Context: an optimization exercise on an open-source flow, tuned for small area. The choices shown serve that exercise and are no tape-out recipe. The RTL was checked by simulation tests, not by an equivalence proof against the original design. No activity file was given, so power comes from the tool's default toggle rates.

==> sierra: inputs <==
==> flow/design.v <==
module tpu_io_ctrl #(
  parameter int WORD_SIZE = 256,
  parameter int ROWS      = 32,
  localparam int ADDR_W   = (ROWS > 1) ? $clog2(ROWS) : 1
) (
  input  logic                 clk,
  input  logic                 rst,
  input  logic                 in_valid,
  input  logic [WORD_SIZE-1:0] gbuff_a,
  input  logic [WORD_SIZE-1:0] gbuff_b,
  input  logic [4:0]           m,
  input  logic [4:0]           n,
  input  logic [4:0]           k,
  output logic                 wr_en,
  output logic [ADDR_W-1:0]    wr_addr,
  output logic [WORD_SIZE-1:0] wr_data_a,
  output logic [WORD_SIZE-1:0] wr_data_b,
  output logic                 start,
  output logic [4:0]           m_o,
  output logic [4:0]           n_o,
  output logic [4:0]           k_o,
  input  logic                 done,
  output logic                 rd_en,
  output logic [ADDR_W-1:0]    rd_addr,
  input  logic [WORD_SIZE-1:0] rd_data,
  output logic                 out_valid,
  output logic [WORD_SIZE-1:0] gbuff_out,
  output logic                 busy,
  output logic                 proto_err
);
  localparam logic [ADDR_W-1:0] LAST_ROW = ADDR_W'(ROWS - 1);
  logic                 load_q;       
  logic                 run_q;        
  logic                 rd_valid_q;   
  logic                 rd_idle_q;    
  logic                 out_idle_q;   
  logic [ADDR_W-1:0]    cnt_q;        
  logic [WORD_SIZE-1:0] shared_n_q;   
  logic read_ph;    
  logic accept;     
  logic last;       
  logic done_ok;    
  assign wr_addr = cnt_q;
  assign rd_addr = cnt_q;
  assign read_ph = rd_en | out_valid;
  assign busy    = load_q | run_q | read_ph;
  assign accept  = in_valid & ~run_q & ~read_ph;
  assign last    = accept & load_q & (cnt_q == ADDR_W'(ROWS - 2));
  assign start   = run_q & (cnt_q == LAST_ROW);
  assign done_ok = done & run_q & ~start;
  assign wr_data_a = ~shared_n_q;
  assign gbuff_out = ~(shared_n_q | {WORD_SIZE{out_idle_q}});
  logic              cnt_keep;
  logic [ADDR_W:0]   cnt_cy;
  logic [ADDR_W-1:0] cnt_nxt;
  assign cnt_keep  = load_q | rd_en;
  assign cnt_cy[0] = in_valid | rd_en;
  for (genvar i = 0; i < ADDR_W; i++) begin : g_cnt
    assign cnt_nxt[i]  = cnt_keep & (cnt_q[i] ^ cnt_cy[i]);
    assign cnt_cy[i+1] = cnt_cy[i] & cnt_q[i];
  end
  always_ff @(posedge clk or posedge rst) begin
    if (rst) begin
      load_q    <= 1'b0;
      run_q     <= 1'b0;
      wr_en     <= 1'b0;
      rd_en     <= 1'b0;
      out_valid <= 1'b0;
      proto_err <= 1'b0;
    end else begin
      load_q    <= (load_q | accept) & ~last;
      run_q     <= last | (run_q & ~done_ok);
      wr_en     <= accept;
      rd_en     <= done_ok | (rd_en & (cnt_q != LAST_ROW));
      out_valid <= rd_valid_q;
      if ((done & ~run_q) | (in_valid & (run_q | read_ph))) proto_err <= 1'b1;
    end
  end
  always_ff @(posedge clk) begin
    shared_n_q <= ~((rd_data | {WORD_SIZE{rd_idle_q}}) & (gbuff_a | {WORD_SIZE{rd_valid_q}}));
    wr_data_b  <= gbuff_b;
    rd_valid_q <= rd_en;
    rd_idle_q  <= ~rd_en;
    out_idle_q <= ~rd_valid_q;
    cnt_q      <= cnt_nxt;
    if (!busy) begin
      m_o <= m;
      n_o <= n;
      k_o <= k;
    end
  end
endmodule
==> flow/flow/run.sh <==
#!/bin/bash
# Layout flow: the standard ORFS flow (the standard.sh) with
#  - port buffers of the smallest buffer cell,
#  - each data input pin placed next to the output pin it feeds (io.tcl),
#  - a clock tree of small buffers without dummy loads.
export IO_CONSTRAINTS="$PWD/flow/io.tcl"
export BUFFER_PORTS_ARGS="-buffer_cell sky130_fd_sc_hd__buf_1"
export CTS_ARGS="-sink_clustering_enable -repair_clock_nets -dont_use_dummy_load -buf_list {sky130_fd_sc_hd__clkbuf_16} -sink_clustering_buffer sky130_fd_sc_hd__clkbuf_8 -sink_clustering_size 20 -sink_clustering_max_diameter 100"
export PLACE_PINS_ARGS="-min_distance 1 -min_distance_in_tracks"
bash standard.sh > standard.log 2>&1
==> flow/flow/io.tcl <==
# Keep the pins of each data bit together, so every bit's buffers and
# registers stay at the die edge next to its pins: gbuff_a, rd_data,
# wr_data_a and gbuff_out share one register per bit; gbuff_b feeds wr_data_b.
for {set i 0} {$i < 256} {incr i} {
  set_io_pin_constraint -group -order -pin_names [list "gbuff_a\[$i\]" "rd_data\[$i\]" "wr_data_a\[$i\]" "gbuff_out\[$i\]"]
  set_io_pin_constraint -group -order -pin_names [list "gbuff_b\[$i\]" "wr_data_b\[$i\]"]
}
==> flow/standard.sh <==
#!/bin/bash
# synth_recipe.tcl (not shown) runs the flow's synth.tcl, then flattens the netlist and writes it again
# the make line also repeats each setting of config.mk as NAME=value (left out here)
make -C /OpenROAD-flow-scripts/flow DESIGN_CONFIG=/design/flow/config.mk WORK_HOME=/design/flow/orfs CLKGATE_MAP_FILE= SYNTH_SCRIPT=/design/flow/synth_recipe.tcl "${@:-finish}"
==> flow/config.mk <==
export PLATFORM = sky130hd
export DESIGN_NAME = tpu_io_ctrl
export DESIGN_NICKNAME = tpu_io_ctrl
export VERILOG_FILES = /design/flow/design.v
export SDC_FILE = /design/flow/constraint.sdc
export NUM_CORES = 4
export LEC_CHECK = 0
export ABC_AREA = 1
export CAP_MARGIN = 20
export CORE_AREA = 10 10 390 390
export DIE_AREA = 0 0 400 400
export SLEW_MARGIN = 20
==> flow/constraint.sdc <==
create_clock -name core_clock -period 5.0 [get_ports {clk}]
set_input_delay 1.0000 -clock core_clock [delete_from_list [all_inputs] [get_ports {clk}]]
set_output_delay 1.0000 -clock core_clock [all_outputs]
set_load 0.01 [all_outputs]
==> willow: changes against sierra <==
--- a/flow/design.v
+++ b/flow/design.v
@@ -42,7 +42,8 @@
   logic done_ok;    
   assign wr_addr = cnt_q;
   assign rd_addr = cnt_q;
-  assign read_ph = rd_en | out_valid;
+  assign out_valid = ~out_idle_q;
+  assign read_ph   = rd_en | out_valid;
   assign busy    = load_q | run_q | read_ph;
   assign accept  = in_valid & ~run_q & ~read_ph;
   assign last    = accept & load_q & (cnt_q == ADDR_W'(ROWS - 2));
@@ -65,14 +66,12 @@
       run_q     <= 1'b0;
       wr_en     <= 1'b0;
       rd_en     <= 1'b0;
-      out_valid <= 1'b0;
       proto_err <= 1'b0;
     end else begin
       load_q    <= (load_q | accept) & ~last;
       run_q     <= last | (run_q & ~done_ok);
       wr_en     <= accept;
       rd_en     <= done_ok | (rd_en & (cnt_q != LAST_ROW));
-      out_valid <= rd_valid_q;
       if ((done & ~run_q) | (in_valid & (run_q | read_ph))) proto_err <= 1'b1;
     end
   end
==> flow/flow/run.sh (replaced) <==
#!/bin/bash
# Layout flow: the standard ORFS flow (standard.sh, unchanged synthesis)
# with three changes to how the layout is made:
#  - io.tcl places every pin by hand, evenly around the die edge, with the
#    pins of each data bit next to each other (sourced at the end of
#    floorplan through IO_CONSTRAINTS; place_pins then leaves them alone);
#  - port buffers use the smallest buffer cell (buf_1);
#  - the clock tree uses clkbuf_8 leaf buffers for clusters of at most 20
#    flip-flops, clkbuf_16 above them, and no dummy loads.
# The full output of the ORFS run goes to standard.log; ORFS keeps each
# step's own log under orfs/logs.
export IO_CONSTRAINTS="$PWD/flow/io.tcl"
export BUFFER_PORTS_ARGS="-buffer_cell sky130_fd_sc_hd__buf_1"
export CTS_ARGS="-sink_clustering_enable -repair_clock_nets -dont_use_dummy_load -buf_list {sky130_fd_sc_hd__clkbuf_16} -sink_clustering_buffer sky130_fd_sc_hd__clkbuf_8 -sink_clustering_size 20 -sink_clustering_max_diameter 100"
bash standard.sh > standard.log 2>&1
==> flow/flow/io.tcl (replaced) <==
# Place every pin by hand, spread evenly around the die edge. Each data bit's
# pins sit together (gbuff_a, rd_data, wr_data_a, gbuff_out share a register;
# gbuff_b feeds wr_data_b), so its buffers and registers stay at the edge
# next to them. Control pins sit together in the middle of the left edge, with free
# slots on both sides of the clock pin.
set block [ord::get_db_block]
set die [$block getDieArea]
set dbu [$block getDbUnitsPerMicron]
set W [expr {double([$die xMax]) / $dbu}]
set H [expr {double([$die yMax]) / $dbu}]
set avoid 10.0
# slots, counterclockwise: bottom (met2), right (met3), top (met2), left (met3)
set slots {}
for {set x [expr {0.23 + 0.46 * ceil(($avoid - 0.23) / 0.46)}]} {$x <= $W - $avoid} {set x [expr {$x + 0.46}]} {
  lappend slots [list met2 $x 0.2425 {0.14 0.485}]
}
for {set y [expr {0.34 + 0.68 * ceil(($avoid - 0.34) / 0.68)}]} {$y <= $H - $avoid} {set y [expr {$y + 0.68}]} {
  lappend slots [list met3 [expr {$W - 0.4}] $y {0.8 0.3}]
}
set top {}
for {set x [expr {0.23 + 0.46 * ceil(($avoid - 0.23) / 0.46)}]} {$x <= $W - $avoid} {set x [expr {$x + 0.46}]} {
  lappend top [list met2 $x [expr {$H - 0.2425}] {0.14 0.485}]
}
set slots [concat $slots [lreverse $top]]
set left {}
for {set y [expr {0.34 + 0.68 * ceil(($avoid - 0.34) / 0.68)}]} {$y <= $H - $avoid} {set y [expr {$y + 0.68}]} {
  lappend left [list met3 0.4 $y {0.8 0.3}]
}
set slots [concat $slots [lreverse $left]]

# pin order around the ring
set data {}
for {set i 0} {$i < 256} {incr i} {
  lappend data "gbuff_a\[$i\]" "rd_data\[$i\]" "wr_data_a\[$i\]" "gbuff_out\[$i\]" "gbuff_b\[$i\]" "wr_data_b\[$i\]"
}
set ctrl {{} {} clk {} {} rst in_valid done wr_en start rd_en out_valid busy proto_err}
foreach b {m n k} {
  for {set i 0} {$i < 5} {incr i} { lappend ctrl "$b\[$i\]" "${b}_o\[$i\]" }
}
for {set i 0} {$i < 5} {incr i} { lappend ctrl "wr_addr\[$i\]" "rd_addr\[$i\]" }
# the control pins go where the left edge's middle falls in the ring
set n [llength $slots]
set m [expr {[llength $data] + [llength $ctrl]}]
set nl [llength $left]
set mid [expr {$n - $nl / 2}]
set at [expr {int(round(double($mid) * $m / $n)) - [llength $ctrl] / 2}]
set pins [concat [lrange $data 0 [expr {$at - 1}]] $ctrl [lrange $data $at end]]
for {set j 0} {$j < $m} {incr j} {
  set s [lindex $slots [expr {int(double($j) * $n / $m)}]]
  lassign $s layer x y size
  if {[lindex $pins $j] eq ""} continue
  place_pin -pin_name [lindex $pins $j] -layer $layer -location [list $x $y] -pin_size $size -force_to_die_boundary
}
Settings changed: ABC_AREA 1 to not set, CAP_MARGIN 20 to 5, CORE_AREA 10 10 390 390 to 10 10 430 430, DIE_AREA 0 0 400 400 to 0 0 440 440, SLEW_MARGIN 20 to 5.
==> onyx: changes against sierra <==
--- a/flow/design.v
+++ b/flow/design.v
@@ -32,10 +32,8 @@
   logic                 load_q;       
   logic                 run_q;        
   logic                 rd_valid_q;   
-  logic                 rd_idle_q;    
-  logic                 out_idle_q;   
   logic [ADDR_W-1:0]    cnt_q;        
-  logic [WORD_SIZE-1:0] shared_n_q;   
+  logic [WORD_SIZE-1:0] rdata_q;      
   logic read_ph;    
   logic accept;     
   logic last;       
@@ -48,8 +46,7 @@
   assign last    = accept & load_q & (cnt_q == ADDR_W'(ROWS - 2));
   assign start   = run_q & (cnt_q == LAST_ROW);
   assign done_ok = done & run_q & ~start;
-  assign wr_data_a = ~shared_n_q;
-  assign gbuff_out = ~(shared_n_q | {WORD_SIZE{out_idle_q}});
+  assign gbuff_out = rdata_q & {WORD_SIZE{out_valid}};
   logic              cnt_keep;
   logic [ADDR_W:0]   cnt_cy;
   logic [ADDR_W-1:0] cnt_nxt;
@@ -77,11 +74,10 @@
     end
   end
   always_ff @(posedge clk) begin
-    shared_n_q <= ~((rd_data | {WORD_SIZE{rd_idle_q}}) & (gbuff_a | {WORD_SIZE{rd_valid_q}}));
+    wr_data_a  <= gbuff_a;
     wr_data_b  <= gbuff_b;
+    rdata_q    <= rd_data;
     rd_valid_q <= rd_en;
-    rd_idle_q  <= ~rd_en;
-    out_idle_q <= ~rd_valid_q;
     cnt_q      <= cnt_nxt;
     if (!busy) begin
       m_o <= m;
==> flow/flow/run.sh (replaced) <==
#!/bin/bash
# Layout flow: the standard ORFS flow (the standard.sh) with
#  - port buffers of the smallest buffer cell,
#  - each data input pin placed next to the output pin it feeds (io.tcl),
#  - a clock tree of small buffers without dummy loads.
export IO_CONSTRAINTS="$PWD/flow/io.tcl"
export BUFFER_PORTS_ARGS="-buffer_cell sky130_fd_sc_hd__buf_1"
export CTS_ARGS="-sink_clustering_enable -repair_clock_nets -dont_use_dummy_load -buf_list {sky130_fd_sc_hd__clkbuf_8 sky130_fd_sc_hd__clkbuf_16} -sink_clustering_size 26 -sink_clustering_max_diameter 45"
export RECOVER_POWER=100
bash standard.sh > standard.log 2>&1
==> flow/flow/io.tcl (replaced) <==
# Keep each data input pin next to the output pin of the register it feeds,
# so every data bit's buffer-register-buffer chain stays at the die edge.
for {set i 0} {$i < 256} {incr i} {
  set_io_pin_constraint -group -order -pin_names [list "gbuff_a\[$i\]" "wr_data_a\[$i\]"]
  set_io_pin_constraint -group -order -pin_names [list "gbuff_b\[$i\]" "wr_data_b\[$i\]"]
  set_io_pin_constraint -group -order -pin_names [list "rd_data\[$i\]" "gbuff_out\[$i\]"]
}
Settings changed: ABC_AREA 1 to not set, CORE_AREA 10 10 390 390 to 10 10 450 450, DIE_AREA 0 0 400 400 to 0 0 460 460.
==> comparison table <==
| metric | onyx | willow | sierra |
|---|---|---|---|
| Clkbuf count | 74 | 31 | - |
| Synth async-reset ratio | 0.755% | 0.926% | 1.11% |
| Yosys top cell area share | 85.6% | 68.5% | 67.1% |
| Initial antenna violation count | 3 | 0 | - |
| Result of the run | complete, no violations | complete, no violations | aborted with a tool error |
| Stage where the flow stopped | - | - | I/O pin placement |
| Met3 Routed Length | 8.13 mm | 7.10 mm | - |
| DR WL/cell | 11.1 um | 10.6 um | - |
| Number of buffers added on ports | 1585 | 1585 | - |
| Worst Setup Slack post-DPL | 2.01 ns | 2.17 ns | - |
| Compound-gate portion of the synthesized area | 0.235% | 10.8% | 10.6% |
| Number of global-route vias before repair | 14800 | 16000 | - |
| Share of cell area taken by multi-input logic gates | 6.22% | 11.4% | - |
| TritonCTS sink count | 795 | 540 | - |
| Cell group occupying the most layout area | sequential cells | sequential cells | - |
| FF+latch count | 795 | 540 | - |
| Critical Path Source | out_valid$_DFF_PP0_ | out_idle_q$_DFF_P_ | - |
| Power Sequential | 6.96 mW | 6.04 mW | - |
| Seq. cell area | 16100 um^2 | 11000 um^2 | - |
| Logic depth of the worst path, buffers included | 5 | 3 | - |
| Global Route met3 Usage | 2.95% | 2.41% | - |
| Count of mapped cells out of synthesis | 1112 | 1429 | 1452 |
| Share of the clock period used by the worst path after layout | 80.6% | 69.1% | - |
| CTS tree | built | built | - |
| Buffering stage count on the worst path with inverters included | 4 | 2 | - |
| Power share of the clock group | 34.6% | 14.9% | - |
| Post-synthesis register bit count | 795 | 540 | 541 |
| Largest power group | registers | registers | - |

## afterwards: timing with drivers on the ports
No port has a modelled driver above. Below, the same layouts with a new extraction and two added sets of constraints. Step 1 sets driving cells, clkbuf_16 on the clock port and buf_2 on the other inputs (assumed; they add their load-dependent delay and slew). Step 2 moves the port delays by t, midway between the first and last clock arrival at a register: inputs arrive t later, outputs are due t later. That takes back most of the time a late clock gives input paths. a / b / c = ideal / step 1 / step 2; a / b = the first two.
run | shift t [ns] | slack for setup (ns) | latest minus earliest clock arrival (ns)
willow | 0.649 | 1.546 / 1.491 / 2.141 | 0.060 / 0.061
onyx | 0.697 | 0.970 / 0.897 / 1.593 | 0.093 / 0.093
After both steps every run listed still meets setup and hold.
